Source: an optimization exercise on an open RTL-to-GDS flow (aim: small area and few clock cycles). Production flows keep margins and buffers that such runs may drop.
Power figures rest on the tool's default switching activity, not on a simulated workload.

==> flow/design.v <==
package spd_pkg;
    localparam int STORE_WORDS = 9;
    localparam int STORE_BYTES = 2 * STORE_WORDS;
    localparam int END_BIT = 7;
    localparam logic [1:0] ST_OK        = 2'd0;
    localparam logic [1:0] ST_CHECKSUM  = 2'd1;
    localparam logic [1:0] ST_HEADER    = 2'd2;
    localparam logic [1:0] ST_LENGTH    = 2'd3;
    localparam logic KIND_INERTIAL   = 1'b0;
    localparam logic KIND_QUATERNION = 1'b1;
    localparam logic [4:0] INERTIAL_LEN   = 5'd20;
    localparam logic [4:0] QUATERNION_LEN = 5'd10;
    localparam logic [3:0] INERTIAL_WORDS   = 4'd9;
    localparam logic [3:0] QUATERNION_WORDS = 4'd4;
    localparam logic [3:0] GYRO_WORDS       = 4'd3;
    localparam logic [3:0] FRAC_GYRO      = 4'd4;
    localparam logic [3:0] FRAC_ACCEL_MAG = 4'd11;
    localparam logic [3:0] FRAC_QUAT      = 4'd15;
    localparam logic CFG_INERTIAL_CODE   = 1'b0;
    localparam logic CFG_QUATERNION_CODE = 1'b1;
    typedef struct packed {
        logic [1:0] status;
        logic       kind;
    } t_job;
endpackage
module spd_ram (
    input  logic        i_clk,
    input  logic        i_we,
    input  logic [4:0]  i_waddr,    
    input  logic [7:0]  i_wdata,
    input  logic        i_re,       
    input  logic [3:0]  i_rword,    
    output logic [15:0] o_rdata
);
    logic [7:0] r_hi [spd_pkg::STORE_WORDS];   
    logic [7:0] r_lo [spd_pkg::STORE_WORDS];   
    always_ff @(posedge i_clk) begin
        for (int k = 0; k < spd_pkg::STORE_WORDS; k++) begin
            if (i_we && i_waddr == 5'(1 + 2 * k)) begin
                r_hi[k] <= i_wdata;
            end
            if (i_we && i_waddr == 5'(2 + 2 * k)) begin
                r_lo[k] <= i_wdata;
            end
        end
    end
    logic [spd_pkg::STORE_WORDS-1:0] w_sel;
    always_comb begin
        for (int k = 0; k < spd_pkg::STORE_WORDS; k++) begin
            w_sel[k] = i_re && (i_rword == 4'(k));
        end
        o_rdata = 16'd0;
        for (int k = 0; k < spd_pkg::STORE_WORDS; k++) begin
            o_rdata = o_rdata | ({16{w_sel[k]}} & {r_hi[k], r_lo[k]});
        end
    end
endmodule
module spd_emit (
    input  logic                 i_clk,
    input  logic                 i_rst_n,
    input  logic                 i_job_valid,
    input  spd_pkg::t_job        i_job,
    output logic                 o_busy,
    output logic                 o_act_ok,
    output logic                 o_act_kind,
    output logic [3:0]           o_rword,
    input  logic [15:0]          i_rdata,
    output logic                 o_out_valid,
    input  logic                 i_out_ready,
    output logic [1:0]           o_status,
    output logic                 o_packet_kind,
    output logic [3:0]           o_word_index,
    output logic signed [15:0]   o_word_value,
    output logic [3:0]           o_fraction_bits,
    output logic                 o_last_flag
);
    logic          r_act_v;
    spd_pkg::t_job r_act;
    logic [3:0]    r_k;
    logic          w_ok, w_last, w_take;
    logic [3:0]    w_last_k;
    always_comb begin
        w_ok     = (r_act.status == spd_pkg::ST_OK);
        w_last_k = (r_act.kind == spd_pkg::KIND_QUATERNION) ? spd_pkg::QUATERNION_WORDS - 4'd1
                                                            : spd_pkg::INERTIAL_WORDS - 4'd1;
        w_last   = !w_ok || (r_k == w_last_k);
        w_take   = r_act_v && i_out_ready;
    end
    always_ff @(posedge i_clk) begin
        if (!i_rst_n) begin
            r_act_v <= 1'b0;
            r_k     <= 4'd0;
        end else if (r_act_v) begin
            if (w_take) begin
                r_act_v <= !w_last;
                r_k     <= w_last ? 4'd0 : r_k + 4'd1;
            end
        end else begin
            r_act_v <= i_job_valid;
        end
    end
    always_ff @(posedge i_clk) begin
        if (!r_act_v) begin
            r_act <= i_job;
        end
    end
    assign o_busy     = r_act_v;
    assign o_act_ok   = r_act_v && w_ok;
    assign o_act_kind = r_act.kind;
    assign o_rword    = r_k;
    always_comb begin
        o_out_valid   = r_act_v;
        o_status      = r_act.status;
        o_packet_kind = r_act.kind;
        o_word_index  = r_k;
        o_word_value  = signed'(i_rdata);
        o_last_flag   = w_last;
        if (!w_ok) begin
            o_fraction_bits = 4'd0;
        end else if (r_act.kind == spd_pkg::KIND_QUATERNION) begin
            o_fraction_bits = spd_pkg::FRAC_QUAT;
        end else if (r_k < spd_pkg::GYRO_WORDS) begin
            o_fraction_bits = spd_pkg::FRAC_GYRO;
        end else begin
            o_fraction_bits = spd_pkg::FRAC_ACCEL_MAG;
        end
    end
endmodule
module seven_bit_framed_sensor_packet_decoder (
    input  logic                i_clk,
    input  logic                i_rst_n,
    input  logic                i_cfg_we,
    input  logic [0:0]          i_cfg_addr,
    input  logic [7:0]          i_cfg_data,
    input  logic                i_in_valid,
    output logic                o_in_ready,
    input  logic [7:0]          i_rx_byte,
    output logic                o_out_valid,
    input  logic                i_out_ready,
    output logic [1:0]          o_status,
    output logic                o_packet_kind,
    output logic [3:0]          o_word_index,
    output logic signed [15:0]  o_word_value,
    output logic [3:0]          o_fraction_bits,
    output logic                o_last_flag
);
    logic [7:0] r_inert_code, r_quat_code;
    logic [6:0] r_acc;       
    logic [4:0] r_raw;       
    logic [7:0] r_sum;       
    logic       r_chk;       
    logic       r_hdr_i;     
    logic       r_hdr_q;     
    logic          w_accept, w_end, w_has_dec, w_first, w_busy, w_hold;
    logic          w_act_ok, w_act_kind;
    logic [2:0]    w_sh;
    logic [7:0]    w_dec, w_sum_old;
    logic          w_chk_dec, w_chk_n, w_any;
    logic          w_hdr_i_n, w_hdr_q_n;
    logic [4:0]    w_wslot;
    logic          w_wstore;
    logic [3:0]    w_rword;
    logic [15:0]   w_rdata;
    spd_pkg::t_job w_job;
    always_ff @(posedge i_clk) begin
        if (!i_rst_n) begin
            r_inert_code <= 8'd9;
            r_quat_code  <= 8'd10;
        end else if (i_cfg_we) begin
            unique case (i_cfg_addr)
                spd_pkg::CFG_INERTIAL_CODE:   r_inert_code <= i_cfg_data;
                spd_pkg::CFG_QUATERNION_CODE: r_quat_code  <= i_cfg_data;
                default: ;
            endcase
        end
    end
    always_comb begin
        w_has_dec = (r_raw[2:0] != 3'd0);
        w_first   = (r_raw == 5'd1);
        w_sh      = ~r_raw[2:0];                  
        w_dec     = 8'({r_acc, i_rx_byte[6:0]} >> w_sh);
        w_sum_old = w_first ? 8'd0 : r_sum;
        w_chk_dec = (w_sum_old == w_dec);
        w_chk_n   = w_has_dec ? w_chk_dec : r_chk;
        w_any     = (r_raw != 5'd0);              
        w_hdr_i_n = w_first ? ({r_acc, i_rx_byte[6]} == r_inert_code) : r_hdr_i;
        w_hdr_q_n = w_first ? ({r_acc, i_rx_byte[6]} == r_quat_code)  : r_hdr_q;
    end
    always_comb begin
        w_wslot  = r_raw - 5'd1 - {3'd0, r_raw[4:3]};
        w_wstore = w_has_dec && (w_wslot != 5'd0) && (w_wslot <= 5'(spd_pkg::STORE_BYTES));
    end
    always_comb begin
        w_hold = w_act_ok && w_has_dec && (w_wslot > {w_rword, 1'b0})
              && (w_wslot <= ((w_act_kind == spd_pkg::KIND_QUATERNION) ? 5'(2 * spd_pkg::QUATERNION_WORDS)
                                                                       : 5'(2 * spd_pkg::INERTIAL_WORDS)));
    end
    assign o_in_ready = !(w_busy && i_rx_byte[spd_pkg::END_BIT]) && !w_hold;
    assign w_accept   = i_in_valid && o_in_ready;
    assign w_end      = w_accept && i_rx_byte[spd_pkg::END_BIT];
    always_comb begin
        w_job.kind = spd_pkg::KIND_INERTIAL;
        if (!w_any || !w_chk_n) begin
            w_job.status = spd_pkg::ST_CHECKSUM;
        end else if (w_hdr_i_n) begin
            w_job.status = (r_raw == 5'd22) ? spd_pkg::ST_OK : spd_pkg::ST_LENGTH;
        end else if (w_hdr_q_n) begin
            if (r_raw == 5'd11) begin
                w_job.status = spd_pkg::ST_OK;
                w_job.kind   = spd_pkg::KIND_QUATERNION;
            end else begin
                w_job.status = spd_pkg::ST_LENGTH;
            end
        end else begin
            w_job.status = spd_pkg::ST_HEADER;
        end
    end
    always_ff @(posedge i_clk) begin
        if (!i_rst_n) begin
            r_raw <= 5'd0;
        end else if (w_end) begin
            r_raw <= 5'd0;
        end else if (w_accept) begin
            r_raw[2:0] <= r_raw[2:0] + 3'd1;
            if (r_raw[2:0] == 3'd7 && r_raw[4:3] != 2'd3) begin
                r_raw[4:3] <= r_raw[4:3] + 2'd1;
            end
        end
    end
    always_ff @(posedge i_clk) begin
        if (w_accept) begin
            r_acc   <= i_rx_byte[6:0];
            r_chk   <= w_chk_n;
            r_hdr_i <= w_hdr_i_n;
            r_hdr_q <= w_hdr_q_n;
            if (w_has_dec) begin
                r_sum <= w_sum_old + w_dec;
            end
        end
    end
    spd_ram u_ram (
        .i_clk  (i_clk),
        .i_we   (w_accept && w_wstore),
        .i_waddr(w_wslot),
        .i_wdata(w_dec),
        .i_re   (w_act_ok),
        .i_rword(w_rword),
        .o_rdata(w_rdata)
    );
    spd_emit u_emit (
        .i_clk          (i_clk),
        .i_rst_n        (i_rst_n),
        .i_job_valid    (w_end),
        .i_job          (w_job),
        .o_busy         (w_busy),
        .o_act_ok       (w_act_ok),
        .o_act_kind     (w_act_kind),
        .o_rword        (w_rword),
        .i_rdata        (w_rdata),
        .o_out_valid    (o_out_valid),
        .i_out_ready    (i_out_ready),
        .o_status       (o_status),
        .o_packet_kind  (o_packet_kind),
        .o_word_index   (o_word_index),
        .o_word_value   (o_word_value),
        .o_fraction_bits(o_fraction_bits),
        .o_last_flag    (o_last_flag)
    );
endmodule
clock: 5.0 ns
lec_check: 0
cap_margin: 0
core_margin: 2
core_utilization: 65
slew_margin: 0
standard.sh (not shown) runs the stock make flow with config.mk's settings and CLKGATE_MAP_FILE= SYNTH_SCRIPT=/design/flow/synth_recipe.tcl, a recipe that flattens the netlist after the stock synthesis.
==> flow/flow/run.sh <==
#!/bin/bash
# Layout flow: the standard flow (standard.sh) with
#  - synthesis mapping the logic through a stronger ABC area script, without
#    ORFS's hard adder cells (flip-flops are mapped before ABC, as in the standard flow's);
#  - port buffers of the smallest buffer cell;
#  - a clock tree of clkbuf_8 leaves without dummy loads.
set -euo pipefail
here=$PWD
export BUFFER_PORTS_ARGS="-buffer_cell sky130_fd_sc_hd__buf_1"
export CTS_ARGS="-sink_clustering_enable -repair_clock_nets -dont_use_dummy_load -buf_list sky130_fd_sc_hd__clkbuf_8 -sink_clustering_size 25 -sink_clustering_max_diameter 80"
sed -e "s#SYNTH_SCRIPT=[^ ]*#SYNTH_SCRIPT=$here/flow/area_synth.tcl ADDER_MAP_FILE=#" standard.sh > area_standard.sh
bash area_standard.sh > area_standard.log 2>&1
==> flow/flow/abc_area.script <==
strash
&get -n
&fraig -x
&put
balance
rewrite
refactor
balance
rewrite
rewrite -z
balance
refactor -z
rewrite -z
balance
dc2
strash
dch -f
amap
topo
dnsize -c
==> flow/flow/area_synth.tcl <==
# The standard flow's synthesis script (synth_recipe.tcl), with ABC run on a stronger area script;
# flip-flops are mapped before ABC runs, so they are the same as the standard flow's.
proc synth {args} { yosys synth -nofsm -noshare {*}$args }
set ::area_abc_script [file join [file dirname [file normalize [info script]]] abc_area.script]

proc abc {args} {
  set i [lsearch -exact $args -script]
  if { $i >= 0 } {
    lset args [expr {$i + 1}] $::area_abc_script
  }
  set i [lsearch -exact $args -D]
  if { $i >= 0 } {
    set args [lreplace $args $i [expr {$i + 1}]]
  }
  yosys abc {*}$args
}
source $::env(SCRIPTS_DIR)/synth.tcl
# left out here: clear keep_hierarchy, flatten, clean up, hide names made inside functions, write 1_2_yosys.v
Then changed:
--- a/flow/flow/run.sh
+++ b/flow/flow/run.sh
@@ -8,5 +8,5 @@
 here=$PWD
 export BUFFER_PORTS_ARGS="-buffer_cell sky130_fd_sc_hd__buf_1"
-export CTS_ARGS="-sink_clustering_enable -repair_clock_nets -dont_use_dummy_load -buf_list sky130_fd_sc_hd__clkbuf_8 -sink_clustering_size 25 -sink_clustering_max_diameter 80"
+export CTS_ARGS="-sink_clustering_enable -repair_clock_nets -dont_use_dummy_load -buf_list sky130_fd_sc_hd__clkbuf_16 -sink_clustering_size 40 -sink_clustering_max_diameter 120"
 sed -e "s#SYNTH_SCRIPT=[^ ]*#SYNTH_SCRIPT=$here/flow/area_synth.tcl ADDER_MAP_FILE=#" standard.sh > area_standard.sh
 bash area_standard.sh > area_standard.log 2>&1
==> flow/flow/abc_area.script (replaced) <==
strash
dc2
strash
&get -n
&fraig -x
&put
strash
dch -f
amap
topo
buffer -c
upsize -c
dnsize -c
- CAP_MARGIN: 0 -> 20
- CORE_UTILIZATION: 65 -> 70
- SLEW_MARGIN: 0 -> 20
Effect: Worst setup slack improved by 0.23 ns; routed wire length grows by about 6%; synthesized cell count grows by 3.8%; die area shrinks by 4.0%; total power grows by about 13%; critical path depth grows by 1; via count grows by about 1.8%; final area grows by about 3.4%; clock skew grows by 0.0096 ns; first-iteration DRC count grows by 16%; area after synthesis grows by about 3%.
Then changed:
--- a/flow/flow/run.sh
+++ b/flow/flow/run.sh
@@ -8,5 +8,5 @@
 here=$PWD
 export BUFFER_PORTS_ARGS="-buffer_cell sky130_fd_sc_hd__buf_1"
-export CTS_ARGS="-sink_clustering_enable -repair_clock_nets -dont_use_dummy_load -buf_list sky130_fd_sc_hd__clkbuf_16 -sink_clustering_size 40 -sink_clustering_max_diameter 120"
+export CTS_ARGS="-sink_clustering_enable -repair_clock_nets -dont_use_dummy_load -buf_list sky130_fd_sc_hd__clkbuf_8 -sink_clustering_size 25 -sink_clustering_max_diameter 80"
 sed -e "s#SYNTH_SCRIPT=[^ ]*#SYNTH_SCRIPT=$here/flow/area_synth.tcl ADDER_MAP_FILE=#" standard.sh > area_standard.sh
 bash area_standard.sh > area_standard.log 2>&1
==> flow/flow/abc_area.script (replaced) <==
strash
&get -n
&fraig -x
&put
balance
rewrite
refactor
balance
rewrite
rewrite -z
balance
refactor -z
rewrite -z
balance
dc2
strash
dch -f
amap
topo
dnsize -c
- CORE_UTILIZATION: 70 -> 65
Result: Core utilization is lower by 6.2 points. Maximum frequency falls by a few percent. Setup slack degrades by 0.18 ns. Sequential share of layout area rose by 2.1 points. Power came out lower by roughly a tenth. Sequential cell count is unchanged.
Then changed:
==> flow/flow/abc_area.script (replaced) <==
strash
dc2
strash
&get -n
&fraig -x
&put
strash
dch -f
amap
topo
buffer -c
upsize -c
dnsize -c
- GPL_TIMING_DRIVEN: unset -> 0
After rerunning: Final area rose slightly; global-route usage rose by 0.77 points; power rose slightly; synthesized cell count rose by a few percent; sequential share of layout area fell by 0.92 points; area after synthesis rose by a few percent; die area rose by a few percent; count of clock-buffer cells in the layout is unchanged; clock skew rose by 0.011 ns.
Then changed:
==> flow/flow/abc_area.script (replaced) <==
strash
dc2
strash
&get -n
&fraig -x
&put
strash
dch -f
amap
topo
dnsize -c
- CAP_MARGIN: 20 -> 0
- GPL_TIMING_DRIVEN: 0 -> unset
- SLEW_MARGIN: 20 -> 0
Effect: The changed run went through all stages and came out clean. Area after synthesis drops by 2.3%. Worst hold slack improved by 0.0076 ns. Global-route usage drops by 1.2 points. Via count drops by 1.1%. Sequential cell count is unchanged. Cell area drops by 1.2%. Worst setup slack improved by 0.048 ns. Count of clock-buffer cells in the layout stays the same. Combinational power drops by about 6%. Wire length drops by 6.0%. Clock power drops by about 0.8%.
Function was not checked in any run of this note: the RTL went through the layout flow alone.

what the ideal ports hide:
In the flow no input, the clock included, has a driving cell. The finished layouts below were timed again as built, in two steps. Step 1 (the two cells are an assumption about what drives the block):
set clk [get_ports {i_clk}]
set_driving_cell -lib_cell sky130_fd_sc_hd__clkbuf_16 $clk
set_driving_cell -lib_cell sky130_fd_sc_hd__buf_2 [delete_from_list [all_inputs] $clk]
Step 2 times the ports against the registers' clock, not the clock port: input delays grow and output delays shrink by t, the midpoint of the rising clock arrivals with the driver on. a / b / c = no drivers / after step 1 / after step 2; a / b = the first two.
run | t (ns) | setup slack, ns | hold WS [ns]
the first run | 0.482 | 0.330 / 0.330 / 0.330 | 0.473 / 0.473 / 0.473
the second run | 0.450 | 0.559 / 0.559 / 0.559 | 0.505 / 0.505 / 0.505
the third run | 0.475 | 0.380 / 0.380 / 0.380 | 0.473 / 0.473 / 0.473
the fourth run | 0.491 | 0.335 / 0.297 / 0.749 | 0.499 / 0.499 / 0.499
the fifth run | 0.474 | 0.382 / 0.382 / 0.382 | 0.507 / 0.507 / 0.507
After both steps setup and hold are still met in every run listed.
